Context: an optimization exercise on an open-source flow, tuned for small area. The choices shown serve that exercise and are no tape-out recipe. Function was checked by simulation only, so behaviour that the tests miss may differ from the original. No activity file was given, so power comes from the tool's default toggle rates.

$ cat design/flow/config.mk
export PLATFORM = sky130hd
export DESIGN_NAME = register_file_scoreboard
export DESIGN_NICKNAME = register_file_scoreboard
export VERILOG_FILES = /design/flow/design.v
export SDC_FILE = /design/flow/constraint.sdc
export NUM_CORES = 4
export LEC_CHECK = 0
export CAP_MARGIN = 20
export CORE_AREA = 5 5 275 275
export DIE_AREA = 0 0 280 280
export SLEW_MARGIN = 20
export SYNTH_HIERARCHICAL = 1
$ cat design/flow/constraint.sdc
create_clock -name core_clock -period 8.0 [get_ports {Clk}]
set_input_delay 1.6000 -clock core_clock [delete_from_list [all_inputs] [get_ports {Clk}]]
set_output_delay 1.6000 -clock core_clock [all_outputs]
set_load 0.01 [all_outputs]
$ cat design/flow/design.v
package regfile_pkg;
   localparam int DEFAULT_DATA_WIDTH     = 32;
   localparam int DEFAULT_ADDR_WIDTH     = 5;
   localparam int DEFAULT_NUM_READ_PORTS = 2;
   localparam int ZERO_IDX = 0;
   function automatic int popcount_width(input int addr_width);
      popcount_width = addr_width + 1;
   endfunction
endpackage
module reg_scoreboard (
   input  logic        clk,
   input  logic        rst,
   input  logic [4:0]  issue_reg,
   input  logic        sig_issue,
   input  logic        flush,
   input  logic [4:0]  write_reg,
   input  logic        sig_reg_write,
   output logic [31:0] busy,
   output logic        issue_ready,
   output logic [5:0]  busy_count
);
   logic [31:1] busy_q;
   logic [5:0]  count_q;
   logic        accept;
   logic        dec;
   assign busy        = {busy_q, 1'b0};
   assign issue_ready = !busy[issue_reg];
   assign accept      = sig_issue && issue_ready && !flush && (issue_reg != 5'd0);
   assign dec         = sig_reg_write && busy[write_reg];
   always_ff @(posedge clk or posedge rst) begin
      if (rst) begin
         busy_q <= '0;
      end else begin
         for (int i = 1; i < 32; i++) begin
            if (flush)
               busy_q[i] <= 1'b0;
            else if (accept && issue_reg == 5'(i))
               busy_q[i] <= 1'b1;
            else if (sig_reg_write && write_reg == 5'(i))
               busy_q[i] <= 1'b0;
         end
      end
   end
   always_ff @(posedge clk or posedge rst) begin
      if (rst)
         count_q <= '0;
      else if (flush)
         count_q <= '0;
      else if (accept && !dec)
         count_q <= count_q + 6'd1;
      else if (dec && !accept)
         count_q <= count_q - 6'd1;
   end
   assign busy_count = count_q;
endmodule
module register_file_scoreboard (
   input  logic         Clk,
   input  logic         Reset,
   input  logic [9:0]   Read_Register,
   output logic [63:0]  Read_Data,
   output logic [1:0]   Read_Busy,
   input  logic [4:0]   Write_Register,
   input  logic [31:0]  Write_Data,
   input  logic         Sig_Reg_Write,
   input  logic [4:0]   Issue_Register,
   input  logic         Sig_Issue,
   output logic         Issue_Ready,
   input  logic         Flush,
   output logic [5:0]   Busy_Count
);
   logic [31:1][31:0] mem_q;
   logic [31:1]       valid_q;
   logic [31:0]       busy;
   logic              writable;
   logic [31:1]       wsel;
   assign writable = Sig_Reg_Write && (Write_Register != 5'd0);
   for (genvar r = 1; r < 32; r++) begin : g_reg
      assign wsel[r] = writable && (Write_Register == 5'(r));
      always_ff @(posedge Clk) begin
         if (wsel[r])
            mem_q[r] <= Write_Data;
      end
      always_ff @(posedge Clk or posedge Reset) begin
         if (Reset)
            valid_q[r] <= 1'b0;
         else if (wsel[r])
            valid_q[r] <= 1'b1;
      end
   end
   for (genvar p = 0; p < 2; p++) begin : g_read
      logic [4:0]  idx;
      logic        fwd_hit;
      logic [31:1] sel;
      assign idx     = Read_Register[p*5 +: 5];
      assign fwd_hit = writable && (Write_Register == idx);
      for (genvar r = 1; r < 32; r++) begin : g_sel
         assign sel[r] = (idx == 5'(r)) && valid_q[r] && !fwd_hit;
      end
      rf_read_mux u_mux (
         .sel   (sel),
         .fwd   (fwd_hit),
         .wdata (Write_Data),
         .mem   (mem_q),
         .data  (Read_Data[p*32 +: 32])
      );
      assign Read_Busy[p] = busy[idx] && !fwd_hit;
   end
   reg_scoreboard u_scoreboard (
      .clk           (Clk),
      .rst           (Reset),
      .issue_reg     (Issue_Register),
      .sig_issue     (Sig_Issue),
      .flush         (Flush),
      .write_reg     (Write_Register),
      .sig_reg_write (Sig_Reg_Write),
      .busy          (busy),
      .issue_ready   (Issue_Ready),
      .busy_count    (Busy_Count)
   );
endmodule
module rf_read_mux (
   input  logic [31:1]       sel,
   input  logic              fwd,
   input  logic [31:0]       wdata,
   input  logic [31:1][31:0] mem,
   output logic [31:0]       data
);
   for (genvar b = 0; b < 32; b++) begin : g_bit
      logic [31:0] s, d;
      logic [10:0] n;
      assign s = {sel, fwd};
      for (genvar r = 0; r < 32; r++) begin : g_in
         assign d[r] = (r == 0) ? wdata[b] : mem[r][b];
      end
      for (genvar g = 0; g < 10; g++) begin : g_aoi
         rf_aoi222 u_aoi (
            .a1(s[3*g]),   .a2(d[3*g]),
            .b1(s[3*g+1]), .b2(d[3*g+1]),
            .c1(s[3*g+2]), .c2(d[3*g+2]),
            .y (n[g])
         );
      end
      rf_aoi22 u_aoi_last (.a1(s[30]), .a2(d[30]), .b1(s[31]), .b2(d[31]), .y(n[10]));
      assign data[b] = !(&n);
   end
endmodule
module rf_aoi222 (
   input  logic a1, a2, b1, b2, c1, c2,
   output logic y
);
   assign y = !((a1 && a2) || (b1 && b2) || (c1 && c2));
endmodule
module rf_aoi22 (
   input  logic a1, a2, b1, b2,
   output logic y
);
   assign y = !((a1 && a2) || (b1 && b2));
endmodule
$ cat design/flow/run.sh
#!/bin/bash
# synth_recipe.tcl (not shown) runs the flow's synth.tcl, then flattens the netlist and writes it again
# the make line also repeats each setting of config.mk as NAME=value (left out here)
make -C /OpenROAD-flow-scripts/flow DESIGN_CONFIG=/design/flow/config.mk WORK_HOME=/design/flow/orfs CLKGATE_MAP_FILE= SYNTH_SCRIPT=/design/flow/synth_recipe.tcl finish
==> results.json <==
{
  "start_util": 0.6037,
  "cellPowerDensity_nw_per_um2": 236.8,
  "fp.dieW_um": 280,
  "setup_viol": 0,
  "ys_ff_latch": 1060,
  "period_minus_slack_ns": 7.683,
  "core_sq_um": 72590,
  "cp.required_ns": 6.40,
  "vias": 33600,
  "maxCapViolations": 0,
  "port_buffers": 129,
  "dr.pass1.iters": 13,
  "max-slew-margin-rel": 0.1301,
  "grt_max_degree": 38,
  "ios": 130,
  "drt_iter0_markers": 8565,
  "cts_buffer_depth": 3,
  "whs_path_depth": 1,
  "grt_antenna_before_repair": 5,
  "place_congestion": 0.9256,
  "track_usage": 0.4072,
  "synth_edf_count": 992,
  "reg2reg_depth": 13,
  "cp_max_fo": 29,
  "fin_crit_sh": 0.9604,
  "p_sw_mw": 2.739,
  "synth.most_common_cell": "edfxtp_1",
  "ctsResizeCount": 0,
  "layout.area.seq_sq_um": 31490,
  "yosys_warnings": 8,
  "status": "complete, no violations",
  "grt_pass1_wl_mm": 230.3,
  "rsz0062_at_grt": "false",
  "antenna_left": 0,
  "multiInputGateArea_sq_um": 12570,
  "drc": 0,
  "hold_path_class": "flop to flop",
  "die-area_sq_um": 78400,
  "fillers": 4762,
  "fin_worst_skew_ns": 0.006960,
  "crit_path_end_kind": "primary output",
  "synthFlopType": "edfxtp_1",
  "start_kind": "input port",
  "ys_seq_area_frac": 0.7186,
  "num_rows": 99,
  "internal-power_mw": 9.374,
  "htreeDepth": 3,
  "post_drt_wl_per_cell_um": 41.80,
  "crit_type": "input port to primary output",
  "async_reset_ff_frac": 0.06415,
  "seq_power_share": 0.515,
  "ctsHoldBuffers": 0,
  "synth_top_area_frac": 0.6797,
  "avgSynthCellArea_sq_um": 17.29,
  "fin_cells": 3922,
  "wl_mm": 164.0,
  "die_height_um": 280,
  "dp.cells": 3726,
  "viasPerCell": 8.566,
  "syn_nets": 2597,
  "nets": 2938,
  "synthDistinctLibCells": 70,
  "cp.arrival_ns": 6.08,
  "cts_setup_buffers": 0,
  "fin_tns_setup_ns": 0,
  "cts_tree": "built",
  "clock_latency_ns": 0.68,
  "dp_hpwl_mm": 95.10,
  "overflow": 0,
  "p_leak_nw": 16.30,
  "switching_share": 0.2261,
  "syn_inst": 2534,
  "yosys.area.top_type": "edfxtp_1",
  "fmax_mhz": 130.2,
  "cts.sinks": 1060,
  "maxSlewViolCount": 0,
  "ir_worst_vdd_uv": 206.2,
  "synth_area_leaders": "edfxtp_1 (68%), a222oi_1 (15%), dfrtp_1 (3.9%)",
  "worst_pin_slew_ns": 1.305,
  "clk_pin_slew_ns": 0.07,
  "synth_area_sq_um": 43820,
  "drive_gt1_frac": 0.1776,
  "clockPowerShare": 0.411,
  "syn_to_final_growth_pct": 16.73,
  "grt_pass1_vias": 33330,
  "cts_buffers": 105,
  "clockRootBuffer": "clkbuf_16",
  "comb_power_share": 0.074,
  "ys_top_cells_by_count": "edfxtp_1 (992), a222oi_1 (640), nand4_1 (130), nand3_1 (92), nand2_1 (69)",
  "finalHoldViolCount": 0
}
==> sequential cells by signal (all words and copies together), names as in the netlist <==
signal                cells
u_scoreboard.busy_q      31
u_scoreboard.count_q      6
valid_q                  31
mem_q                   992
==> layout make-up <==
type,count,share of cell area
Sequential cell,1060,0.6156
Multi-Input combinational cell,1418,0.2457
Clock buffer,134,0.05449
Timing Repair Buffer,274,0.04650
Tap cell,959,0.02346
Clock inverter,59,0.01301
Inverter,16,0.001174
Antenna cell,2,0.00009784
==> power by group through the flow <==
stage                     clock network (mW)  registers [mW]  logic [mW]
after floorplan                            0            6.33       0.384
after global placement                     0            6.35       0.856
after detailed placement                   0            6.35       0.871
after CTS                               4.99            6.24       0.875
after global routing                    5.23            6.25       0.927
final                                   4.97            6.24       0.897
==> Yosys stat by module (local to each module, per instance) <==
module | flops+latches | cells | times used
reg_scoreboard | 37 | 256 | 1
register_file_scoreboard | 1023 | 1318 | 1
rf_aoi22 | 0 | 1 | 64
rf_aoi222 | 0 | 1 | 640
rf_read_mux | 0 | 128 | 2
==> kinds of logic after synthesis <==
group           synth area share
other cells           0.00008557
simple gates             0.07204
buf+inv                 0.005710
flops                     0.7186
compound gates            0.1789
xor+xnor                0.003426
mux                      0.01936
fa+ha+maj               0.001884
==> through the flow <==
step	hold slack [ns]	total power [mW]	setup WS (ns)	util	instance area, sq um
detailed placement	0.4794	7.225	0.5155	0.6574	47720
global route	0.5214	12.41	0.3455	0.7047	51150
floorplan	0.4540	6.715	0.2440	-	43820
CTS	0.4959	12.10	0.4868	0.7049	51170
finish	0.5061	12.11	0.3168	0.7047	51160
global placement	0.4760	7.203	0.5627	0.6574	47720
==> layer usage <==
layer / global-route usage / wire, um / vias to the layer above
met5: 0.004274 / 13 / -
met4: 0.2458 / 11770 / 2
met3: 0.1269 / 26650 / 777
met2: 0.6059 / 72380 / 3398
met1: 0.5318 / 53140 / 16580
li1: - / - / 12840
==> cells in the final DEF (no fill, tap or decap), types with 21 or more instances in the layout <==
| cell | netlist | final |
|---|---|---|
| clkdlybuf4s50_1 | 0 | 123 |
| o21ai_1 | 27 | 27 |
| mux4_2 | 21 | 21 |
| nor2b_1 | 23 | 23 |
| and3_2 | 0 | 28 |
| nor2_4 | 1 | 44 |
| or2_2 | 33 | 33 |
| dfrtp_1 | 68 | 68 |
| clkbuf_1 | 21 | 25 |
| or3_1 | 66 | 66 |
| buf_4 | 2 | 142 |
| a222oi_1 | 640 | 640 |
| a22oi_2 | 64 | 64 |
| nand3_1 | 92 | 92 |
| nand2_1 | 69 | 69 |
| edfxtp_1 | 992 | 992 |
| nand4_1 | 130 | 130 |
| clkbuf_16 | 0 | 106 |
==> critical path, cell delays in order <==
cell	delay (ns)
clkdlybuf4s50_1	0.70
xor2_1	0.29
nor4_4	0.13
a2111oi_1	0.70
and3_2	1.12
a222oi_1	0.31
nand3_1	0.21
or3_1	0.30
clkdlybuf4s50_1	0.69
==> path summary, 6_finish.rpt <==
| kind | from | to | slack, ns |
|---|---|---|---|
| worst max-delay path | Write_Register[3] | Read_Data[3] | 0.32 |
| worst min-delay path | valid_q[24] | valid_q[24] | 0.51 |
| worst max register to register | u_scoreboard.busy_q[4] | u_scoreboard.count_q[5] | 4.24 |
| worst min register to register | valid_q[24] | valid_q[24] | 0.51 |
| max in group asynchronous | Reset | u_scoreboard.busy_q[12] | 6.16 |
| min in group asynchronous | Reset | valid_q[21] | 1.45 |

## separate check: timing with driven ports
Ports are ideal in the flow. The routed layout listed here was re-timed in OpenROAD.
Step 1: set_driving_cell puts a clkbuf_16 on Clk and a buf_2 on each other input, an assumption about the parent block.
Step 2 moves the port delays by t, midway between the first and last clock arrival at a register: inputs arrive t later, outputs are due t later. That takes back most of the time a late clock gives input paths.
Slacks: no drivers / after step 1 / after step 2; pairs: no drivers / after step 1.
t (ns): 0.734
slack for setup (ns): 0.317 / 0.294 / 0.294
slew at the worst register clock pin (ns): 0.07 / 0.07
After both steps setup and hold are still met in this run. The setup slack of this run moves by -0.023 ns with the drivers and by -0.023 ns with both steps.
